This is an optimization exercise on Yosys and OpenROAD, whose aim is small area, not a production implementation. RTL that was checked went through simulation tests only; none was proved equivalent to the original.

==> run a: inputs <==
==> flow/design.v (excerpt) <==
module commit_trace_capture #(
    parameter int DEPTH       = 16,
    parameter int MAX_RECORDS = 3000,
    parameter int DROP_W      = 16
) (
    input  logic                   clk,
    input  logic                   reset,
    input  logic                   capture_en,
    input  logic                   commit_valid,
    input  logic [31:0]            commit_pc,
    input  logic [31:0]            commit_instr,
    input  logic                   rf_we,
    input  logic [4:0]             rf_waddr,
    input  logic [31:0]            rf_wdata,
    output logic                   out_valid,
    input  logic                   out_ready,
    output logic [31:0]            out_data,
    output logic                   overflow,
    output logic [DROP_W-1:0]      drop_count,
    output logic                   done
);
    localparam int NS    = DEPTH + 1;           
    localparam int NW    = $clog2(NS + 1);
    localparam int RW   = 102;
    localparam int R_PC = 70;
    localparam int R_IN = 38;
    localparam int R_WE = 37;
    localparam int R_WA = 32;
    localparam int R_WD = 0;
    logic [RW-1:0]     slot_q [0:NS-1];
    logic [NS-1:0]     inv_q;         
    logic [NW-1:0]     n_q;           
    logic              busy_q;        
    logic [1:0]        word_q;        
    logic              out_valid_q;
    logic              overflow_q;
    logic [DROP_W-1:0] drop_count_q;
    logic              done_q;
    localparam logic [11:0] ACC_LAST = 12'he99;
    logic [11:0]       accepted_q;
    logic empty, full, last_hs, pop, push_req, push, drop;
    logic [NW-1:0] widx;
    logic [NS-1:0] ld, sh, hd;
    logic [RW-1:0] new_rec;
    assign empty    = (n_q == NW'(busy_q));
  ...
==> module commit_trace_capture, before the edit <==
module commit_trace_capture #(
    parameter int DEPTH       = 16,
    parameter int MAX_RECORDS = 3000,
    parameter int DROP_W      = 16
) (
    input  logic                   clk,
    input  logic                   reset,
    input  logic                   capture_en,
    input  logic                   commit_valid,
    input  logic [31:0]            commit_pc,
    input  logic [31:0]            commit_instr,
    input  logic                   rf_we,
    input  logic [4:0]             rf_waddr,
    input  logic [31:0]            rf_wdata,
    output logic                   out_valid,
    input  logic                   out_ready,
    output logic [31:0]            out_data,
    output logic                   overflow,
    output logic [DROP_W-1:0]      drop_count,
    output logic                   done
);
    localparam int NS    = DEPTH + 1;           
    localparam int NW    = $clog2(NS + 1);
    localparam int RW   = 102;
    localparam int R_PC = 70;
    localparam int R_IN = 38;
    localparam int R_WE = 37;
    localparam int R_WA = 32;
    localparam int R_WD = 0;
    logic [RW-1:0]     slot_q [0:NS-1];
    logic [NS-1:0]     inv_q;         
    logic [NW-1:0]     n_q;           
    logic              busy_q;        
    logic [1:0]        word_q;        
    logic              out_valid_q;
    logic              overflow_q;
    logic [DROP_W-1:0] drop_count_q;
    logic              done_q;
    localparam logic [11:0] ACC_LAST = 12'he99;
    logic [11:0]       accepted_q;
    logic empty, full, last_hs, pop, push_req, push, drop;
    logic [NW-1:0] widx;
    logic [NS-1:0] ld, sh, hd;
    logic [RW-1:0] new_rec;
    assign empty    = (n_q == NW'(busy_q));
    assign full     = (n_q == NW'(NS));
    assign last_hs  = out_valid_q & out_ready & (word_q == 2'd3);
    assign pop      = !empty & (!busy_q | last_hs);
    assign push_req = commit_valid & capture_en & !done_q;
    assign push     = push_req & (!full | pop);
    assign drop     = push_req & !push;
    assign widx = n_q - NW'(last_hs);
    assign new_rec = {commit_pc, commit_instr, rf_we, rf_waddr, rf_wdata};
    always_comb begin
        for (int i = 0; i < NS; i++) begin
            ld[i] = push & (widx == NW'(i));
            sh[i] = last_hs & !ld[i];
            hd[i] = !last_hs & !ld[i];
        end
        sh[NS-1] = 1'b0;
        hd[NS-1] = !ld[NS-1];
    end
    logic [RW-1:0] slot_d [0:NS-1];
    for (genvar i = 0; i < NS - 1; i++) begin : g_slot
        ctc_aoi222 #(.W(RW)) u_next (
            .h(hd[i]), .a(slot_q[i]),
            .s(sh[i]), .b(slot_q[i+1]),
            .l(ld[i]), .c(new_rec),
            .y(slot_d[i]));
    end
    ctc_aoi22 #(.W(RW)) u_next_top (
        .h(hd[NS-1]), .a(slot_q[NS-1]),
        .l(ld[NS-1]), .c(new_rec),
        .y(slot_d[NS-1]));
    always_ff @(posedge clk) begin
        for (int i = 0; i < NS - 1; i++) begin
            slot_q[i] <= slot_d[i];
            inv_q[i]  <= ~((hd[i] & inv_q[i]) | (sh[i] & inv_q[i+1]));
        end
        slot_q[NS-1] <= slot_d[NS-1];
        inv_q[NS-1]  <= ~(hd[NS-1] & inv_q[NS-1]);
    end
    always_ff @(posedge clk or negedge reset) begin
        if (!reset) begin
            n_q          <= '0;
            busy_q       <= 1'b0;
            word_q       <= 2'd0;
            out_valid_q  <= 1'b0;
            overflow_q   <= 1'b0;
            drop_count_q <= '0;
            done_q       <= 1'b0;
            accepted_q   <= '0;
        end else begin
            n_q <= n_q + NW'(push) - NW'(last_hs);
            if (!busy_q) begin
                busy_q <= pop;
            end else if (!out_valid_q) begin
                out_valid_q <= 1'b1;
            end else if (out_ready) begin
                word_q <= word_q + 2'd1;
                if (word_q == 2'd3 && !pop) begin
                    busy_q      <= 1'b0;
                    out_valid_q <= 1'b0;
                end
            end
            if (push) accepted_q <= {accepted_q[10:0],
                                     ~(accepted_q[11] ^ accepted_q[5] ^ accepted_q[3] ^ accepted_q[0])};
            if (push && (accepted_q == ACC_LAST)) done_q <= 1'b1;
            if (drop) overflow_q <= 1'b1;
            if (drop && (drop_count_q != '1)) drop_count_q <= drop_count_q + DROP_W'(1);
        end
    end
    logic [RW-1:0] s0;
    logic          p0, we0, sel0, sel1, sel2, sel3;
    logic [31:0]   w2;
    assign s0   = slot_q[0];
    assign p0   = inv_q[0];
    assign we0  = s0[R_WE] ^ p0;
    assign sel0 = out_valid_q & (word_q == 2'd0);
    assign sel1 = out_valid_q & (word_q == 2'd1);
    assign sel2 = out_valid_q & (word_q == 2'd2);
    assign sel3 = out_valid_q & (word_q == 2'd3) & we0;
    assign w2   = {s0[R_WE], 26'b0, s0[R_WA +: 5]};
    always_comb begin
        for (int b = 0; b < 32; b++) begin
            if (b < 5 || b == 31) begin
                out_data[b] = ((sel0 & s0[R_PC + b]) | (sel1 & s0[R_IN + b]) |
                               (sel2 & w2[b]) | (sel3 & s0[R_WD + b])) ^
                              ((sel0 | sel1 | sel2 | sel3) & p0);
            end else begin
                out_data[b] = ((sel0 & s0[R_PC + b]) | (sel1 & s0[R_IN + b]) |
                               (sel3 & s0[R_WD + b])) ^
                              ((sel0 | sel1 | sel3) & p0);
            end
        end
    end
    assign out_valid  = out_valid_q;
    assign overflow   = overflow_q;
    assign drop_count = drop_count_q;
    assign done       = done_q;
endmodule
clock: 5.0 ns
lec_check: 0
cap_margin: 10
core_margin: 2
core_utilization: 50
place_density: 0.6
slew_margin: 10
synth_hierarchical: 1
standard.sh (not shown) runs the stock make flow with config.mk's settings and CLKGATE_MAP_FILE= SYNTH_SCRIPT=/design/flow/synth_recipe.tcl, a recipe that flattens the netlist after the stock synthesis.
==> flow/flow/run.sh <==
#!/bin/bash
set -euo pipefail
export BUFFER_PORTS_ARGS="-buffer_cell sky130_fd_sc_hd__buf_1"
export CTS_ARGS="-sink_clustering_enable -repair_clock_nets -dont_use_dummy_load -sink_clustering_size 11 -sink_clustering_max_diameter 40 -buf_list sky130_fd_sc_hd__clkbuf_4 -root_buf sky130_fd_sc_hd__clkbuf_16"
bash standard.sh > flow.log 2>&1
==> run b: changes against run a <==
--- a/flow/design.v
+++ b/flow/design.v
@@ -23,2 +23,3 @@
     localparam int NW    = $clog2(NS + 1);
+    localparam int CNT_W = $clog2(MAX_RECORDS + 1);
     localparam int RW   = 102;
@@ -38,4 +39,3 @@
     logic              done_q;
-    localparam logic [11:0] ACC_LAST = 12'he99;
-    logic [11:0]       accepted_q;
+    logic [CNT_W-1:0]  accepted_q;
     logic empty, full, last_hs, pop, push_req, push, drop;
@@ -105,5 +105,4 @@
             end
-            if (push) accepted_q <= {accepted_q[10:0],
-                                     ~(accepted_q[11] ^ accepted_q[5] ^ accepted_q[3] ^ accepted_q[0])};
-            if (push && (accepted_q == ACC_LAST)) done_q <= 1'b1;
+            if (push) accepted_q <= accepted_q + CNT_W'(1);
+            if (push && (accepted_q == CNT_W'(MAX_RECORDS - 1))) done_q <= 1'b1;
             if (drop) overflow_q <= 1'b1;
==> flow/run.sh (new file) <==
#!/bin/bash
# synth_recipe.tcl (not shown) runs the flow's synth.tcl, then flattens the netlist and writes it again
# the make line also repeats each setting of config.mk as NAME=value (left out here)
make -C /OpenROAD-flow-scripts/flow DESIGN_CONFIG=/design/flow/config.mk WORK_HOME=/design/flow/orfs CLKGATE_MAP_FILE= SYNTH_SCRIPT=/design/flow/synth_recipe.tcl finish
CAP_MARGIN = 0   (was 10)
CORE_UTILIZATION = 65   (was 50)
CTS_BUF_LIST = sky130_fd_sc_hd__clkbuf_4   (was default)
PLACE_DENSITY = 0.75   (was 0.6)
SLEW_MARGIN = 0   (was 10)
removed: flow/flow/run.sh
removed: flow/standard.sh
==> run c: changes against run a <==
--- a/flow/design.v
+++ b/flow/design.v
@@ -23,2 +23,3 @@
     localparam int NW    = $clog2(NS + 1);
+    localparam int CNT_W = $clog2(MAX_RECORDS + 1);
     localparam int RW   = 102;
@@ -38,4 +39,3 @@
     logic              done_q;
-    localparam logic [11:0] ACC_LAST = 12'he99;
-    logic [11:0]       accepted_q;
+    logic [CNT_W-1:0]  accepted_q;
     logic empty, full, last_hs, pop, push_req, push, drop;
@@ -105,5 +105,4 @@
             end
-            if (push) accepted_q <= {accepted_q[10:0],
-                                     ~(accepted_q[11] ^ accepted_q[5] ^ accepted_q[3] ^ accepted_q[0])};
-            if (push && (accepted_q == ACC_LAST)) done_q <= 1'b1;
+            if (push) accepted_q <= accepted_q + CNT_W'(1);
+            if (push && (accepted_q == CNT_W'(MAX_RECORDS - 1))) done_q <= 1'b1;
             if (drop) overflow_q <= 1'b1;
==> flow/run.sh (new file) <==
#!/bin/bash
# synth_recipe.tcl (not shown) runs the flow's synth.tcl, then flattens the netlist and writes it again
# the make line also repeats each setting of config.mk as NAME=value (left out here)
make -C /OpenROAD-flow-scripts/flow DESIGN_CONFIG=/design/flow/config.mk WORK_HOME=/design/flow/orfs CLKGATE_MAP_FILE= SYNTH_SCRIPT=/design/flow/synth_recipe.tcl finish
CAP_MARGIN = 20   (was 10)
SLEW_MARGIN = 20   (was 10)
removed: flow/flow/run.sh
removed: flow/standard.sh
==> impl_metrics.ini <==
[status]
status = finished clean

[cells_and_area]
layout_common_cells = dfxtp_1, a222oi_1, clkbuf_16
fin_cells = 6060
nClkBuffers = 281
buf_share_pct = 4.023

[power]
p_switching_mw = 17.79
p_seq_share_pct = 47.0
clock_power_share_pct = 23.2

[floorplan]
num_rows = 127
core_area_mm2 = 0.1198

[clocking]
post_cts_resized = 0

[route]
wl_um = 171300
post_drt_wl_per_cell_um = 28.26

[grt]
globalRouteMet1Util_pct = 37.73

[worst_setup_path]
reg2reg_slack_ps = 750

[timing]
timing.final.crit_share_pct = 97.10
That was run c.
==> impl_metrics.ini <==
[cells_and_area]
nClkBuffers = 612
buf_share_pct = 4.002
fin_cells = 6092
layout_common_cells = dfxtp_1, a222oi_1, clkbuf_4

[grt]
globalRouteMet1Util_pct = 43.40

[status]
status = finished clean

[power]
p_seq_share_pct = 48.6
clock_power_share_pct = 20.2

[timing]
timing.final.crit_share_pct = 98.19

[route]
wl_um = 163800

[clocking]
post_cts_resized = 17
That was run b.
==> impl_metrics.ini <==
[power]
p_seq_share_pct = 54.3
clock_power_share_pct = 12.9
p_switching_mw = 16.43

[cells_and_area]
fin_cells = 5944

[status]
status = finished clean

[floorplan]
core_area_mm2 = 0.1195
num_rows = 127

[clocking]
post_cts_resized = 0

[worst_setup_path]
reg2reg_slack_ps = 370

[route]
post_drt_wl_per_cell_um = 28.39
That was run a.
Only the layout flow was run in run b and run c; the RTL was not checked for function there.

## static timing again, ports no longer ideal
How much do the figures lean on ideal ports? The routed layouts below were timed once more, with nothing changed but the port constraints.
Step 1, drivers: a clkbuf_16 drives clk and a buf_2 each remaining input, both assumed.
Step 2 adds t to the input delays and takes it off the output delays; t is the mean of the earliest and latest rising clock arrival at the registers after step 1. Input paths then give back, and output paths get back, about the clock's delay inside the block.
a / b / c = ideal ports / drivers / drivers and shift; a / b = the first two.
run	t, ns	setup WS [ns]	clock arrival spread, ns	slew at the worst register clock pin (ns)	worst slew at a driven data input, ns
run a	0.875	0.353 / 0.276 / -0.296	0.122 / 0.122	0.12 / 0.12	0.12
run b	1.291	0.090 / 0.027 / 0.207	0.122 / 0.122	0.08 / 0.08	0.09
run c	0.838	0.145 / 0.068 / 0.023	0.024 / 0.024	0.06 / 0.06	0.09
Met with ideal ports but missed after step 2: setup timing in run a. The setup slack of run a, which loses most, moves by -0.077 ns with the drivers and by -0.649 ns with both steps.
